From an optimization exercise on the open Yosys and OpenROAD flow, aimed at small area, a short achievable clock period and few clock cycles per item; shortcuts taken in it are not production practice. At most, simulation tests tie the RTL to the original design; equivalence was not proved.

==> lagoon <==
==> flow/design.v (excerpt) <==
module subtitle_pixel_src_over_blend_unit #(
  parameter int unsigned MaxCanvasDim = spsob_pkg::MaxCanvasDim
) (
  input  wire logic              clk_i,
  input  wire logic              rst_ni,
  input  wire logic              start,
  output logic                   busy,
  input  wire logic [103:0]      req_i,
  output logic                   done_o,
  output logic [56:0]            res_o,
  input  wire logic              cfg_valid_i,
  output logic                   cfg_ready_o,
  input  wire logic              cfg_index_i,
  input  wire logic [12:0]       cfg_data_i
);
==> flow/config.mk <==
export PLATFORM = sky130hd
export DESIGN_NAME = subtitle_pixel_src_over_blend_unit
export DESIGN_NICKNAME = subtitle_pixel_src_over_blend_unit
export VERILOG_FILES = /design/flow/design.v
export SDC_FILE = /design/flow/constraint.sdc
export NUM_CORES = 4
export LEC_CHECK = 0
export CAP_MARGIN = 20
export CORE_MARGIN = 2
export CORE_UTILIZATION = 40
export SLEW_MARGIN = 20
==> flow/constraint.sdc <==
create_clock -name core_clock -period 24.0 [get_ports {clk_i}]
set_input_delay 4.8000 -clock core_clock [delete_from_list [all_inputs] [get_ports {clk_i}]]
set_output_delay 4.8000 -clock core_clock [all_outputs]
set_load 0.01 [all_outputs]
standard.sh (not shown) runs the stock make flow with config.mk's settings and CLKGATE_MAP_FILE= SYNTH_SCRIPT=/design/flow/synth_recipe.tcl, a recipe that flattens the netlist after the stock synthesis.
==> flow/flow/run.sh <==
#!/bin/bash
# Standard layout flow with these changes:
#  - synthesis runs Yosys's synth with -noabc (the final ABC mapping still runs), so the
#    hand-built adder trees reach the full-adder extraction as written;
#  - port buffers are sky130_fd_sc_hd__buf_2 (every port is still buffered);
#  - larger clock-tree sink clusters;
#  - timing repair aims for SETUP_SLACK_MARGIN ns of setup slack.
set -euo pipefail
sed '1s/yosys synth -nofsm -noshare /yosys synth -nofsm -noshare -noabc /' synth_recipe.tcl > synth_noabc.tcl
grep -q -- '-noabc' synth_noabc.tcl
bash standard.sh SYNTH_SCRIPT="$PWD/synth_noabc.tcl" SETUP_SLACK_MARGIN=17.8 \
  "BUFFER_PORTS_ARGS=-buffer_cell sky130_fd_sc_hd__buf_2" \
  CTS_CLUSTER_SIZE=24 CTS_CLUSTER_DIAMETER=120 CORE_UTILIZATION=60 \
  finish > make_finish.log 2>&1
==> xenon: changes against lagoon <==
--- a/flow/design.v
+++ b/flow/design.v
@@ -1892,53 +1892,54 @@
   spsob_mul8x8 u_x (.a(da2_q), .b(ia2), .p(x2));
   spsob_c255   u_xc (.l(x2[7:0]), .h(x2[15:8]), .c(xc2));
   assign xs2 = x2[7:0] + x2[15:8];
   assign xq2 = xc2 ? x2[15:8] + 8'd1 : x2[15:8];
   assign xr2 = xc2 ? xs2 + 8'd1 : xs2;
   logic [7:0]  fa3_q, xq3_q, xr3_q;
   logic        we3_q;
-  logic [23:0] idx3_q, s3_q, d3_q;
+  logic [23:0] idx3_q, m3_q, df3_q, d3_q;
+  logic [2:0]  ge3_q;
   always_ff @(posedge clk_i) begin
     fa3_q  <= fa2_q;
     xq3_q  <= xq2;
     xr3_q  <= xr2;
     we3_q  <= we2_q;
     idx3_q <= we2_q ? idx2_q : 24'd0;
-    s3_q   <= s2_q;
     d3_q   <= d2_q;
+    for (int l = 0; l < 3; l++) begin
+      logic [7:0] s, d;
+      logic       ge;
+      s  = s2_q[8*l +: 8];
+      d  = d2_q[8*l +: 8];
+      ge = (s >= d) || !we2_q;
+      ge3_q[l]        <= ge;
+      m3_q[8*l +: 8]  <= ge ? d : s;
+      df3_q[8*l +: 8] <= ge ? s - d : d - s;
+    end
   end
   logic [7:0]  w3  [3];
-  logic [7:0]  df3 [3];
-  logic [7:0]  m3  [3];
-  logic [8:0]  sd3 [3];
-  logic [7:0]  ds3 [3];
-  logic [2:0]  ge3;
   logic [15:0] v3  [3];
-  logic        vc3 [3];
+  logic [8:0]  vs3 [3];
   logic [15:0] t3  [3];
   for (genvar l = 0; l < 3; l++) begin : g_s4
-    assign sd3[l] = {1'b0, s3_q[8*l +: 8]} - {1'b0, d3_q[8*l +: 8]};
-    assign ds3[l] = d3_q[8*l +: 8] - s3_q[8*l +: 8];
-    assign ge3[l] = !sd3[l][8] || !we3_q;
-    assign m3[l]  = ge3[l] ? d3_q[8*l +: 8] : s3_q[8*l +: 8];
-    assign df3[l] = sd3[l][8] ? ds3[l] : sd3[l][7:0];
-    assign w3[l]  = ge3[l] ? fa3_q : xq3_q;
+    assign w3[l] = ge3_q[l] ? fa3_q : xq3_q;
     spsob_mul8x8 u_v (.a(d3_q[8*l +: 8]), .b(xr3_q), .p(v3[l]));
-    spsob_c255 u_c (.l(v3[l][7:0]), .h(v3[l][15:8]), .c(vc3[l]));
-    spsob_mac8 u_t (.a(w3[l]), .b(df3[l]), .c(v3[l][15:8]), .ci(vc3[l]), .p(t3[l]));
+    spsob_c255 u_c (.l(v3[l][7:0]), .h(v3[l][15:8]), .c(vs3[l][8]));
+    assign vs3[l][7:0] = '0;
+    spsob_mac8 u_t (.a(w3[l]), .b(df3_q[8*l +: 8]), .c(v3[l][15:8]), .ci(vs3[l][8]), .p(t3[l]));
   end
   logic [7:0]  oan4_q;
   logic        we4_q;
   logic [23:0] idx4_q, m4_q;
   logic [47:0] t4_q;
   always_ff @(posedge clk_i) begin
     oan4_q <= ~(fa3_q + xq3_q);
     we4_q  <= we3_q;
     idx4_q <= idx3_q;
-    for (int l = 0; l < 3; l++) m4_q[8*l +: 8] <= m3[l];
+    m4_q   <= m3_q;
     for (int l = 0; l < 3; l++) t4_q[16*l +: 16] <= t3[l];
   end
   logic [15:0] r4_7 [3];
   logic [15:0] r4_6 [3];
   logic [15:0] r4_5 [3];
   logic [2:0]  q4   [3];
   for (genvar l = 0; l < 3; l++) begin : g_s5
==> flow/flow/run.sh (replaced) <==
#!/bin/bash
# Standard layout flow with these changes:
#  - synthesis runs Yosys's synth with -noabc (the final ABC mapping still runs), so the
#    hand-built adder trees reach the full-adder extraction as written;
#  - port buffers are sky130_fd_sc_hd__buf_2 (every port is still buffered);
#  - larger clock-tree sink clusters;
#  - timing repair aims for SETUP_SLACK_MARGIN ns of setup slack.
set -euo pipefail
sed '1s/yosys synth -nofsm -noshare /yosys synth -nofsm -noshare -noabc /' synth_recipe.tcl > synth_noabc.tcl
grep -q -- '-noabc' synth_noabc.tcl
bash standard.sh SYNTH_SCRIPT="$PWD/synth_noabc.tcl" SETUP_SLACK_MARGIN=17.6 \
  "BUFFER_PORTS_ARGS=-buffer_cell sky130_fd_sc_hd__buf_2" \
  CTS_CLUSTER_SIZE=24 CTS_CLUSTER_DIAMETER=120 CORE_UTILIZATION=60 PLACE_DENSITY=0.8 \
  finish > make_finish.log 2>&1
==> notes <==
Of xenon and lagoon, xenon has the higher sequential share of layout area (gap 1.5 points). Fmax: lagoon is smaller than xenon (3.5%). Final cell count: xenon is lower than lagoon (about 0.7%). Between xenon and lagoon, the lower worst hold slack is in xenon (gap 0.012 ns). lagoon produced a clean layout. xenon finished clean. Between xenon and lagoon, the lower area after synthesis is in lagoon (gap about 2.3%, measured against lagoon). Between xenon and lagoon, the lower synthesized cell count is in lagoon (gap 1.3%, measured against lagoon). Critical path depth: lagoon is lower than xenon (4).
==> figures <==
| metric | xenon | lagoon |
|---|---|---|
| Outcome | finished clean | finished clean |
| Peak per-stage delay on the critical path | 0.60 ns | 0.59 ns |
| Count of placed standard cells including taps | 5628 | 5562 |
| Detail Placement HPWL | 76.5 mm | 79.9 mm |
| Multi-input logic portion of the cell area | 62.4% | 62.7% |
| Combined global-route utilization of all metal layers | 24.1% | 26.1% |
| Start point of the worst hold path | m5_q[16] | s2_q[22] |
| Synthesized netlist cell count | 4458 | 4402 |
| Met3 GRT Util | 3.48% | 3.12% |
| Total routed wire length on the met1 layer | 43.7 mm | 45.7 mm |
| Sequential-to-total area share from yosys stat | 30.6% | 30.2% |
| Placed inst area | 50200 µm² | 49700 µm² |
| Clock insertion delay at the later pin of the skew report | 0.61 ns | 0.60 ns |
| Worst slack at placement | 16.54 ns | 16.88 ns |
| Multiplexer area fraction after synthesis | 4.14% | 4.35% |
| Arrival time of the worst setup path | 6.87 ns | 7.12 ns |
| Layout Cell Area excl Fill | 52900 µm² | 54000 µm² |
| Slack of the worst reg-to-reg path | 17.64 ns | 17.41 ns |
Testbench counts of xenon, summed over its fixed seeds: cycles 12,056, items 12,000.
Only the layout flow was run in lagoon; the RTL was not checked for function there.

* * *

==> violet: inputs <==
subtitle_pixel_src_over_blend_unit with an RTL version that a note above also has.
export LEC_CHECK = 0
export CAP_MARGIN = 20
export CORE_MARGIN = 2
export CORE_UTILIZATION = 40
export SLEW_MARGIN = 20
create_clock -name core_clock -period 24.0 [get_ports {clk_i}]
==> flow/flow/run.sh <==
#!/bin/bash
# Standard layout flow with these changes:
#  - synthesis runs Yosys's synth with -noabc (the final ABC mapping still runs), so the
#    hand-built adder trees reach the full-adder extraction as written;
#  - port buffers are sky130_fd_sc_hd__buf_2 (every port is still buffered);
#  - larger clock-tree sink clusters;
#  - timing repair aims for SETUP_SLACK_MARGIN ns of setup slack.
set -euo pipefail
sed '1s/yosys synth -nofsm -noshare /yosys synth -nofsm -noshare -noabc /' synth_recipe.tcl > synth_noabc.tcl
grep -q -- '-noabc' synth_noabc.tcl
bash standard.sh SYNTH_SCRIPT="$PWD/synth_noabc.tcl" SETUP_SLACK_MARGIN=18.1 \
  "BUFFER_PORTS_ARGS=-buffer_cell sky130_fd_sc_hd__buf_2" \
  CTS_CLUSTER_SIZE=24 CTS_CLUSTER_DIAMETER=120 CORE_UTILIZATION=60 ABC_AREA=1 \
  finish > make_finish.log 2>&1
==> quartz: changes against violet <==
--- a/flow/design.v
+++ b/flow/design.v
@@ -1893,52 +1893,52 @@
   spsob_c255   u_xc (.l(x2[7:0]), .h(x2[15:8]), .c(xc2));
   assign xs2 = x2[7:0] + x2[15:8];
   assign xq2 = xc2 ? x2[15:8] + 8'd1 : x2[15:8];
   assign xr2 = xc2 ? xs2 + 8'd1 : xs2;
   logic [7:0]  fa3_q, xq3_q, xr3_q;
   logic        we3_q;
-  logic [23:0] idx3_q, m3_q, df3_q, d3_q;
+  logic [23:0] idx3_q, df3_q, d3_q;
   logic [2:0]  ge3_q;
   always_ff @(posedge clk_i) begin
     fa3_q  <= fa2_q;
     xq3_q  <= xq2;
     xr3_q  <= xr2;
     we3_q  <= we2_q;
     idx3_q <= we2_q ? idx2_q : 24'd0;
     d3_q   <= d2_q;
     for (int l = 0; l < 3; l++) begin
       logic [7:0] s, d;
-      logic       ge;
+      logic [8:0] sd;
       s  = s2_q[8*l +: 8];
       d  = d2_q[8*l +: 8];
-      ge = (s >= d) || !we2_q;
-      ge3_q[l]        <= ge;
-      m3_q[8*l +: 8]  <= ge ? d : s;
-      df3_q[8*l +: 8] <= ge ? s - d : d - s;
+      sd = {1'b0, s} - {1'b0, d};
+      ge3_q[l]        <= !sd[8] || !we2_q;
+      df3_q[8*l +: 8] <= sd[8] ? d - s : sd[7:0];
     end
   end
   logic [7:0]  w3  [3];
+  logic [7:0]  m3  [3];
   logic [15:0] v3  [3];
-  logic [8:0]  vs3 [3];
+  logic        vc3 [3];
   logic [15:0] t3  [3];
   for (genvar l = 0; l < 3; l++) begin : g_s4
-    assign w3[l] = ge3_q[l] ? fa3_q : xq3_q;
+    assign m3[l]  = ge3_q[l] ? d3_q[8*l +: 8] : d3_q[8*l +: 8] - df3_q[8*l +: 8];
+    assign w3[l]  = ge3_q[l] ? fa3_q : xq3_q;
     spsob_mul8x8 u_v (.a(d3_q[8*l +: 8]), .b(xr3_q), .p(v3[l]));
-    spsob_c255 u_c (.l(v3[l][7:0]), .h(v3[l][15:8]), .c(vs3[l][8]));
-    assign vs3[l][7:0] = '0;
-    spsob_mac8 u_t (.a(w3[l]), .b(df3_q[8*l +: 8]), .c(v3[l][15:8]), .ci(vs3[l][8]), .p(t3[l]));
+    spsob_c255 u_c (.l(v3[l][7:0]), .h(v3[l][15:8]), .c(vc3[l]));
+    spsob_mac8 u_t (.a(w3[l]), .b(df3_q[8*l +: 8]), .c(v3[l][15:8]), .ci(vc3[l]), .p(t3[l]));
   end
   logic [7:0]  oan4_q;
   logic        we4_q;
   logic [23:0] idx4_q, m4_q;
   logic [47:0] t4_q;
   always_ff @(posedge clk_i) begin
     oan4_q <= ~(fa3_q + xq3_q);
     we4_q  <= we3_q;
     idx4_q <= idx3_q;
-    m4_q   <= m3_q;
+    for (int l = 0; l < 3; l++) m4_q[8*l +: 8] <= m3[l];
     for (int l = 0; l < 3; l++) t4_q[16*l +: 16] <= t3[l];
   end
   logic [15:0] r4_7 [3];
   logic [15:0] r4_6 [3];
   logic [15:0] r4_5 [3];
   logic [2:0]  q4   [3];
==> flow/flow/run.sh (replaced) <==
#!/bin/bash
# Standard layout flow with these changes:
#  - synthesis runs Yosys's synth with -noabc (the final ABC mapping still runs), so the
#    hand-built adder trees reach the full-adder extraction as written;
#  - port buffers are sky130_fd_sc_hd__buf_2 (every port is still buffered);
#  - larger clock-tree sink clusters;
#  - timing repair aims for SETUP_SLACK_MARGIN ns of setup slack.
set -euo pipefail
sed '1s/yosys synth -nofsm -noshare /yosys synth -nofsm -noshare -noabc /' synth_recipe.tcl > synth_noabc.tcl
grep -q -- '-noabc' synth_noabc.tcl
bash standard.sh SYNTH_SCRIPT="$PWD/synth_noabc.tcl" SETUP_SLACK_MARGIN=17.8 \
  "BUFFER_PORTS_ARGS=-buffer_cell sky130_fd_sc_hd__buf_2" \
  CTS_CLUSTER_SIZE=24 CTS_CLUSTER_DIAMETER=120 CORE_UTILIZATION=60 \
  finish > make_finish.log 2>&1
==> umber: changes against violet <==
==> flow/flow/run.sh (replaced) <==
#!/bin/bash
# Standard layout flow with these changes:
#  - synthesis runs Yosys's synth with -noabc (the final ABC mapping still runs), so the
#    hand-built adder trees reach the full-adder extraction as written;
#  - port buffers are sky130_fd_sc_hd__buf_2 (every port is still buffered);
#  - larger clock-tree sink clusters;
#  - timing repair aims for SETUP_SLACK_MARGIN ns of setup slack.
set -euo pipefail
sed '1s/yosys synth -nofsm -noshare /yosys synth -nofsm -noshare -noabc /' synth_recipe.tcl > synth_noabc.tcl
grep -q -- '-noabc' synth_noabc.tcl
bash standard.sh SYNTH_SCRIPT="$PWD/synth_noabc.tcl" SETUP_SLACK_MARGIN=17.6 \
  "BUFFER_PORTS_ARGS=-buffer_cell sky130_fd_sc_hd__buf_2" \
  CTS_CLUSTER_SIZE=24 CTS_CLUSTER_DIAMETER=120 CORE_UTILIZATION=50 \
  finish > make_finish.log 2>&1
==> results.ini <==
[outcome]
status = complete, no violations

[floorplan]
fp.dieArea_sq_um = 82800

[critical_path]
cp_top_family = adder cells
crit_path_end = t4_q[47]
cp.depth = 24
cp_slowest_stage_delay_ns = 0.55

[synth]
ys_seq_area_frac = 0.295
synthArstFlopShare = 0.0469
synth_cells = 4623
yosysUniqueCellTypes = 74
synthTopCellsByCount = dfxtp_1 (671), ha_1 (600), fa_1 (476)

[place]
dpl.cell_count = 5813
gp_congestion = 0.871

[route]
wl_met3_microns = 3110

[layout]
utilization = 0.667

[clocking]
ctsResizeCount = 148

Source of the figures above: quartz

==> results.ini <==
[synth]
synthTopCellsByCount = dfxtp_1 (695), ha_1 (580), fa_1 (473)
yosysUniqueCellTypes = 69
synth_cells = 4458
synthArstFlopShare = 0.0453
ys_seq_area_frac = 0.306

[clocking]
ctsResizeCount = 99

[place]
gp_congestion = 0.862
dpl.cell_count = 5847

[route]
wl_met3_microns = 3230

[layout]
utilization = 0.560

[outcome]
status = complete, no violations

[floorplan]
fp.dieArea_sq_um = 98700

[critical_path]
cp_slowest_stage_delay_ns = 0.59

Source of the figures above: umber

==> results.ini <==
[synth]
yosysUniqueCellTypes = 62
synth_cells = 6081
synthArstFlopShare = 0.0453
syn_area_sq_um = 51200
ys_seq_area_frac = 0.288
ys.flop_type = dfxtp_1
synthTopCellsByCount = nand2_1 (1459), inv_1 (982), dfxtp_1 (695)

[critical_path]
cp_slowest_stage_delay_ns = 0.38
cp_top_family = flip-flops
crit_path_end = done_o
cp.depth = 1

[sta]
drv_slew = 0
setup_ws_ns = 18.10

[floorplan]
fp.dieArea_sq_um = 87600

[outcome]
status = complete, no violations

[place]
gp_congestion = 0.921

[layout]
utilization = 0.645

[global_route]
grt_usage = 0.254

Source of the figures above: violet

Testbench counts of violet, summed over its fixed seeds: cycles 12,056, items 12,000.
Testbench counts of umber, summed over its fixed seeds: cycles 12,056, items 12,000.
Only the layout flow was run in quartz; the RTL was not checked for function there.

[afterwards: timing with drivers on the ports]
How much do the figures lean on ideal ports? The routed layouts below were timed once more, with nothing changed but the port constraints.
Step 1 (the two cells are an assumption about what drives the block):
set clk [get_ports {clk_i}]
set_driving_cell -lib_cell sky130_fd_sc_hd__clkbuf_16 $clk
set_driving_cell -lib_cell sky130_fd_sc_hd__buf_2 [delete_from_list [all_inputs] $clk]
Step 2 adds t to the input delays and takes it off the output delays; t is the mean of the earliest and latest rising clock arrival at the registers after step 1. Input paths then give back, and output paths get back, about the clock's delay inside the block.
Slacks: ideal ports / drivers / drivers and shift; pairs: ideal ports / drivers.
run	t (ns)	slack for setup (ns)	hold WS [ns]	worst register clock-pin slew, ns	worst data-port slew with drivers (ns)
lagoon	0.658	17.410 / 17.410 / 17.336	0.324 / 0.324 / 0.324	0.10 / 0.10	0.08
xenon	0.671	17.643 / 17.643 / 17.328	0.312 / 0.312 / 0.312	0.10 / 0.10	0.07
violet	0.643	18.095 / 18.029 / 17.803	0.323 / 0.323 / 0.323	0.10 / 0.10	0.09
quartz	0.649	17.723 / 17.723 / 17.278	0.320 / 0.320 / 0.320	0.10 / 0.10	0.05
umber	0.679	17.846 / 17.846 / 17.241	0.330 / 0.330 / 0.330	0.10 / 0.10	0.09
After both steps every run listed still meets setup and hold. The setup slack of umber, which loses most, moves by 0.000 ns with the drivers and by -0.605 ns with both steps.
